Background: an optimization exercise with open tools, aiming at small area. Do not read the settings as production practice. Function was checked by simulation only, so behaviour that the tests miss may differ from the original. Power is estimated from default activity; no workload was simulated.

==> inputs of job 5143 <==
==> flow/design.v <==
`timescale 1ns / 1ps
module ultrasonic_echo_ranger_median3 (
    input  logic        i_clk,
    input  logic        i_rst_n,
    input  logic        i_tick_valid,
    output logic        o_tick_ready,
    input  logic        i_tick_echo,
    input  logic        i_tick_start,
    input  logic        i_cfg_valid,
    output logic        o_cfg_ready,
    input  logic [1:0]  i_cfg_index,
    input  logic [15:0] i_cfg_data,
    output logic        o_res_valid,
    input  logic        i_res_ready,
    output logic        o_res_trigger,
    output logic        o_res_busy,
    output logic        o_res_result_valid,
    output logic [15:0] o_res_median,
    output logic [15:0] o_res_distance
);
    localparam logic [1:0]  P_IDLE = 2'd0;
    localparam logic [1:0]  P_TRIG = 2'd1;
    localparam logic [1:0]  P_WAIT = 2'd2;
    localparam logic [1:0]  P_HIGH = 2'd3;
    localparam logic [18:0] DIST_SCALE = 19'd287733;
    localparam logic [15:0] SAT_MED = 16'd14927;
    logic [1:0]  r_ph, r_idx;
    logic [15:0] r_el, r_wd, r_s0, r_s1;
    logic [15:0] r_tmo;
    logic [7:0]  r_trg;
    logic [1:0]  r_q0, r_q1, r_q2, r_q3;
    logic [2:0]  r_qn;
    logic [16:0] r_acc;
    logic [4:0]  r_dc;
    logic        acc, st, texit, tmo, fin, done, last;
    logic        is_trig, is_busy, lt0, lt1, a_lt, b_lt;
    logic [1:0]  p;
    logic [15:0] w;
    logic        inc_el, inc_wd, clr_el, clr_wd;
    logic [16:0] ec, wc, ge_tmo, gt0, gt1;
    logic [15:0] es, ws;
    logic [8:0]  ge_trg;
    assign ec[0]     = inc_el;
    assign wc[0]     = inc_wd;
    assign ge_tmo[0] = 1'b1;
    assign gt0[0]    = 1'b0;
    assign gt1[0]    = 1'b0;
    assign ge_trg[0] = 1'b1;
    for (genvar i = 0; i < 16; i++) begin : g_rip
        assign es[i]       = r_el[i] ^ ec[i];
        assign ec[i+1]     = r_el[i] & ec[i];
        assign ws[i]       = r_wd[i] ^ wc[i];
        assign wc[i+1]     = r_wd[i] & wc[i];
        assign ge_tmo[i+1] = (r_el[i] & ~r_tmo[i]) | (r_el[i] & ge_tmo[i]) | (~r_tmo[i] & ge_tmo[i]);
        assign gt0[i+1]    = (r_wd[i] & ~r_s0[i]) | (r_wd[i] & gt0[i]) | (~r_s0[i] & gt0[i]);
        assign gt1[i+1]    = (r_wd[i] & ~r_s1[i]) | (r_wd[i] & gt1[i]) | (~r_s1[i] & gt1[i]);
    end
    for (genvar i = 0; i < 8; i++) begin : g_trg
        assign ge_trg[i+1] = (es[i] & ~r_trg[i]) | (es[i] & ge_trg[i]) | (~r_trg[i] & ge_trg[i]);
    end
    logic [1:0]  kind;
    assign o_tick_ready = !r_qn[2];
    assign o_cfg_ready  = 1'b1;
    assign acc          = i_tick_valid && !r_qn[2];
    always_comb begin
        st      = (r_ph == P_IDLE) && i_tick_start;
        p       = st ? P_TRIG : r_ph;
        is_trig = (p == P_TRIG);
        is_busy = p[1];
        texit   = ge_trg[8];
        tmo     = ge_tmo[16] || (&r_el[15:1]);
        fin     = (p == P_WAIT && !i_tick_echo && tmo) || (p == P_HIGH && (!i_tick_echo || tmo));
        last    = r_idx[1];
        done    = fin && last;
        w       = i_tick_echo ? 16'd0 : r_wd;
        lt0     = gt0[16];
        lt1     = gt1[16];
        a_lt    = lt0 && !i_tick_echo;
        b_lt    = lt1 && !i_tick_echo;
        kind    = {is_busy, is_trig || done};
    end
    always_ff @(posedge i_clk) begin
        if (!i_rst_n) begin
            r_ph  <= P_IDLE;
            r_idx <= 2'd0;
        end else if (acc) begin
            if (fin) begin
                r_ph  <= last ? P_IDLE : P_TRIG;
                r_idx <= last ? 2'd0 : r_idx + 2'd1;
            end else if (is_trig) begin
                r_ph <= texit ? P_WAIT : P_TRIG;
            end else if (p == P_WAIT) begin
                r_ph <= i_tick_echo ? P_HIGH : P_WAIT;
            end
        end
    end
    assign inc_el = acc && p != P_IDLE;
    assign inc_wd = acc && is_busy && i_tick_echo;
    assign clr_el = !i_rst_n || (acc && (fin || (is_trig && texit)));
    assign clr_wd = !i_rst_n || (acc && fin);
    always_ff @(posedge i_clk) begin
        r_el <= clr_el ? 16'd0 : es;
        r_wd <= clr_wd ? 16'd0 : ws;
    end
    logic ld0, ld1_w, ld1_s0, hold1;
    assign ld0    = acc && fin && (r_idx == 2'd0 || (r_idx == 2'd1 && !a_lt));
    assign ld1_w  = acc && fin && a_lt && (r_idx == 2'd1 || !b_lt);
    assign ld1_s0 = acc && fin && r_idx != 2'd0 && !a_lt;
    assign hold1  = !(ld1_w || ld1_s0);
    always_ff @(posedge i_clk) begin
        r_s0  <= ({16{ld0}} & w) | ({16{!ld0}} & r_s0);
        r_s1  <= ({16{ld1_w}} & w) | ({16{ld1_s0}} & r_s0) | ({16{hold1}} & r_s1);
    end
    always_ff @(posedge i_clk) begin
        if (!i_rst_n) begin
            r_tmo <= 16'd13200;
            r_trg <= 8'd10;
        end else if (i_cfg_valid) begin
            if (i_cfg_index == 2'd0) begin
                r_tmo <= i_cfg_data;
            end
            if (i_cfg_index == 2'd1) begin
                r_trg <= i_cfg_data[7:0];
            end
        end
    end
    logic [1:0] head, wi;
    logic [3:0] wq;
    logic       hd, dfin, valid, pop, run, cbit, sat;
    logic [14:0] sum;
    logic [13:0] addend;
    logic [14:0] sc;
    always_comb begin
        head  = r_q0;
        hd    = head[1] && head[0];
        dfin  = (r_dc == 5'd19);
        valid = (r_qn != 3'd0) && (!hd || dfin);
        pop   = valid && i_res_ready;
        run   = (r_qn != 3'd0) && hd && !dfin;
        wi    = r_qn[1:0] - {1'b0, pop};
        wq    = {4{acc}} & (4'd1 << wi);
    end
    always_ff @(posedge i_clk) begin
        r_q0 <= wq[0] ? kind : (pop ? r_q1 : r_q0);
        r_q1 <= wq[1] ? kind : (pop ? r_q2 : r_q1);
        r_q2 <= wq[2] ? kind : (pop ? r_q3 : r_q2);
        r_q3 <= wq[3] ? kind : r_q3;
        if (!i_rst_n) begin
            r_qn <= 3'd0;
        end else if (acc && !pop) begin
            r_qn <= r_qn + 3'd1;
        end else if (!acc && pop) begin
            r_qn <= r_qn - 3'd1;
        end
    end
    always_comb begin
        cbit = DIST_SCALE[r_dc];
        sat  = (r_s1 >= SAT_MED);
    end
    logic        clr_b;
    logic [16:0] step;
    assign clr_b = !i_rst_n || pop;
    assign step  = {sum, r_acc[2:1]};
    assign sc[0] = 1'b0;
    for (genvar i = 0; i < 14; i++) begin : g_add
        assign addend[i] = cbit & r_s1[i];
        assign sum[i]    = r_acc[i+3] ^ addend[i] ^ sc[i];
        assign sc[i+1]   = (r_acc[i+3] & addend[i]) | (sc[i] & (r_acc[i+3] ^ addend[i]));
    end
    assign sum[14] = sc[14];
    always_ff @(posedge i_clk) begin
        if (clr_b) begin
            r_dc <= 5'd0;
        end else if (run) begin
            r_dc <= r_dc + 5'd1;
        end
        r_acc <= {17{!clr_b}} & (({17{run}} & step) | ({17{!run}} & r_acc));
    end
    assign o_res_valid        = valid;
    assign o_res_trigger      = !head[1] && head[0];
    assign o_res_busy         = head[1] || head[0];
    assign o_res_result_valid = hd;
    assign o_res_median       = hd ? r_s1 : 16'd0;
    assign o_res_distance     = r_acc[15:0] | {16{hd && sat}};
endmodule
==> flow/flow/run.sh <==
#!/bin/bash
# Own layout flow: the standard ORFS flow (standard.sh) with three changes that only
# affect how the layout is made:
#  - synthesis maps the combinational logic with an area-oriented ABC script (registers are
#    the standard synthesis's, renamed to its instance names by match_regs.py);
#  - port buffers are the smallest buffer (buf_1) instead of the default choice;
#  - CTS uses clkbuf_4 and inserts no dummy clock loads.
# Each step's full output goes to a log file in this folder (and ORFS's own logs under orfs/).
set -euo pipefail
F=$(cd "$(dirname "$0")" && pwd)
R=orfs/results/sky130hd/ultrasonic_echo_ranger_median3/base
cp standard.sh standard_sh.txt.log
bash standard.sh synth > std_synth.log 2>&1
cp $R/1_2_yosys.v ref_std_synth.v
mkdir -p std_synth_logs
cp orfs/logs/sky130hd/ultrasonic_echo_ranger_median3/base/1_* std_synth_logs/ 2>/dev/null || true
rm -f $R/1_2_yosys.v $R/1_2_yosys.sdc $R/1_synth.odb $R/1_synth.sdc
# 2. the layout, from the area-mapped synthesis on
export REF_NETLIST=$PWD/ref_std_synth.v
export BUFFER_PORTS_ARGS="-buffer_cell sky130_fd_sc_hd__buf_1"
export CTS_ARGS="-sink_clustering_enable -repair_clock_nets -buf_list sky130_fd_sc_hd__clkbuf_4 -sink_clustering_size 20 -sink_clustering_max_diameter 60 -dont_use_dummy_load"
bash standard.sh SYNTH_SCRIPT="$F/synth_area.tcl" "BUFFER_PORTS_ARGS=$BUFFER_PORTS_ARGS" "CTS_ARGS=$CTS_ARGS" finish > flow_make.log 2>&1
==> flow/flow/abc_area.script <==
strash
&get -n
&dch -f
&nf -a -R 1000
&put
topo
dnsize -c
==> flow/flow/match_regs.py <==
#!/usr/bin/env python3
"""Give each register of a synthesized netlist the instance name that bench's standard
synthesis of the same RTL gave it.

usage: match_regs.py STANDARD.v NETLIST.v

Both netlists come from the same RTL through the same Yosys steps up to the register mapping;
only the combinational mapping differs, which shifts Yosys's automatic _N_ numbering.
Registers are paired by the net on their Q pin. Identifiers of NETLIST.v that would clash with
a new register name are renamed first. NETLIST.v is rewritten in place.
"""
import re
import sys

FLOP = re.compile(r'^\s*(sky130_fd_sc_hd__\w*df\w*)\s+(\S+)\s*\((.*?)\);', re.S | re.M)
IDENT = r'(?:\\\S+|[A-Za-z_][\w$]*)'


def flops(text):
    out = {}
    for m in FLOP.finditer(text):
        typ, name, body = m.group(1), m.group(2), m.group(3)
        q = re.search(r'\.Q\(\s*(' + IDENT + r')\s*\)', body)
        if q is None:
            continue
        out[q.group(1)] = (name, typ)
    return out


def ident_re(name):
    if name.startswith('\\'):
        return re.compile(re.escape(name) + r'(?=\s)')
    return re.compile(r'(?<![\w$\\])' + re.escape(name) + r'(?![\w$])')


def main():
    ref_text = open(sys.argv[1]).read()
    path = sys.argv[2]
    text = open(path).read()
    ref = flops(ref_text)
    mine = flops(text)
    if set(ref) != set(mine):
        sys.exit('match_regs: register Q nets differ: %s' % sorted(set(ref) ^ set(mine))[:10])
    renames = {}
    for q, (name, typ) in mine.items():
        rname, rtyp = ref[q]
        if rtyp != typ:
            sys.exit('match_regs: %s is %s here but %s in the standard synthesis' % (q, typ, rtyp))
        if rname != name:
            renames[name] = rname
    if not renames:
        print('match_regs: all %d registers already match' % len(mine))
        return
    used = set(re.findall(r'(?<![\w$\\])_\w+_(?![\w$])', text))
    targets = set(renames.values())
    # identifiers that would clash with a new register name (and are not being renamed)
    clash = [t for t in targets if t in used and t not in renames]
    k = 0

    def fresh(prefix):
        nonlocal k
        while True:
            k += 1
            cand = '_%s%d_' % (prefix, k)
            if cand not in used and cand not in targets:
                used.add(cand)
                return cand
    # phase 1: move every register to be renamed, and every clashing name, to a fresh name
    temp = {}
    for old in list(renames) + clash:
        temp[old] = fresh('mr')
    for old, new in temp.items():
        text = ident_re(old).sub(new, text)
    # phase 2: give the registers their standard names
    for old, target in renames.items():
        text = ident_re(temp[old]).sub(target, text)
    open(path, 'w').write(text)
    print('match_regs: renamed %d registers, moved %d clashing names' % (len(renames), len(clash)))


if __name__ == '__main__':
    main()
==> flow/flow/synth_area.tcl <==
# The standard synthesis (synth_recipe.tcl), with ABC mapping the combinational logic for
# area (abc_area.script beside this file) at the real clock period in ps, and only full adders
# extracted as adder cells. Registers are mapped before ABC runs, so they are the standard
# synthesis's registers and cells; at the end match_regs.py gives each the instance name the
# standard synthesis ($REF_NETLIST) gave it.
set my_flow_dir [file dirname [file normalize [info script]]]
set my_abc_script [file join $my_flow_dir abc_area.script]
proc abc {args} {
    global my_abc_script
    set out {}
    set skip 0
    foreach a $args {
        if {$skip == 1} { lappend out $my_abc_script; set skip 0; continue }
        if {$skip == 2} { lappend out 9000; set skip 0; continue }
        if {$a eq "-script"} { set skip 1 } elseif {$a eq "-D"} { set skip 2 }
        lappend out $a
    }
    if {[lsearch -exact $out -D] < 0} { lappend out -D 9000 }
    yosys abc {*}$out
}
# only full adders become adder cells; half adders are left to ABC with the rest of the logic
proc extract_fa {args} { yosys extract_fa -fa }
proc synth {args} { yosys synth -nofsm -noshare {*}$args }
source $::env(SCRIPTS_DIR)/synth.tcl
# left out here: clear keep_hierarchy, flatten, clean up, hide names made inside functions, write 1_2_yosys.v
puts [exec python3 [file join $my_flow_dir match_regs.py] $::env(REF_NETLIST) $::env(RESULTS_DIR)/1_2_yosys.v]
==> flow/standard.sh <==
#!/bin/bash
# synth_recipe.tcl (not shown) runs the flow's synth.tcl, then flattens the netlist and writes it again
# the make line also repeats each setting of config.mk as NAME=value (left out here)
make -C /OpenROAD-flow-scripts/flow DESIGN_CONFIG=/design/flow/config.mk WORK_HOME=/design/flow/orfs CLKGATE_MAP_FILE= SYNTH_SCRIPT=/design/flow/synth_recipe.tcl "${@:-finish}"
==> flow/config.mk <==
export PLATFORM = sky130hd
export DESIGN_NAME = ultrasonic_echo_ranger_median3
export DESIGN_NICKNAME = ultrasonic_echo_ranger_median3
export VERILOG_FILES = /design/flow/design.v
export SDC_FILE = /design/flow/constraint.sdc
export NUM_CORES = 4
export LEC_CHECK = 0
export CAP_MARGIN = 0
export CORE_MARGIN = 2
export CORE_UTILIZATION = 40
export SLEW_MARGIN = 0
==> flow/constraint.sdc <==
create_clock -name core_clock -period 9.0 [get_ports {i_clk}]
set_input_delay 1.8000 -clock core_clock [delete_from_list [all_inputs] [get_ports {i_clk}]]
set_output_delay 1.8000 -clock core_clock [all_outputs]
set_load 0.01 [all_outputs]
==> job 8448: changes against job 5143 <==
--- a/flow/design.v
+++ b/flow/design.v
@@ -134,5 +134,5 @@
         head  = r_q0;
         hd    = head[1] && head[0];
-        dfin  = (r_dc == 5'd19);
+        dfin  = r_dc[4] && r_dc[1] && r_dc[0];   
         valid = (r_qn != 3'd0) && (!hd || dfin);
         pop   = valid && i_res_ready;
==> flow/flow/abc_area.script (replaced) <==
strash
dch
map -a
topo
dnsize -c
- CAP_MARGIN: 0 -> 20
- SLEW_MARGIN: 0 -> 20
==> summary of the runs <==
Sequential share of layout area is about the same in job 5143 and job 8448.
In job 8448 the clock skew is higher than in job 5143, by 0.014 ns.
Between job 8448 and job 5143, the lower first-iteration DRC count is in job 5143 (gap about 10%, measured against job 5143).
In job 8448 the die area is larger than in job 5143, by 0.64%.
Of job 8448 and job 5143, job 5143 has the higher critical path depth (gap 1).
In clock-buffer cell count, job 5143 and job 8448 do not differ.
Via count: job 5143 is smaller than job 8448 (about 9%).
In final area, job 8448 and job 5143 hardly differ.
Against job 5143, the combinational power of job 8448 is larger by about 100%.
Clock power: job 8448 is larger than job 5143 (about 3%).

## what the ideal ports hide
The results above use ideal ports. As a check the final layouts listed here were re-extracted and re-timed, cells and wires unchanged. Step 1: set_driving_cell puts a clkbuf_16 on i_clk and a buf_2 on each other input, an assumption about the parent block. Step 2 moves the port delays by t, midway between the first and last clock arrival at a register: inputs arrive t later, outputs are due t later. That takes back most of the time a late clock gives input paths. Slacks: ideal / step 1 / step 2; pairs: ideal / step 1.
run	t, ns	setup slack, ns	hold slack, ns	worst setup path at the end
job 5143	0.520	1.223 / 1.223 / 1.223	0.447 / 0.447 / 0.447	register to register
job 8448	0.560	2.537 / 2.537 / 2.537	0.457 / 0.457 / 0.457	register to register
After both steps setup and hold are still met in every run listed.
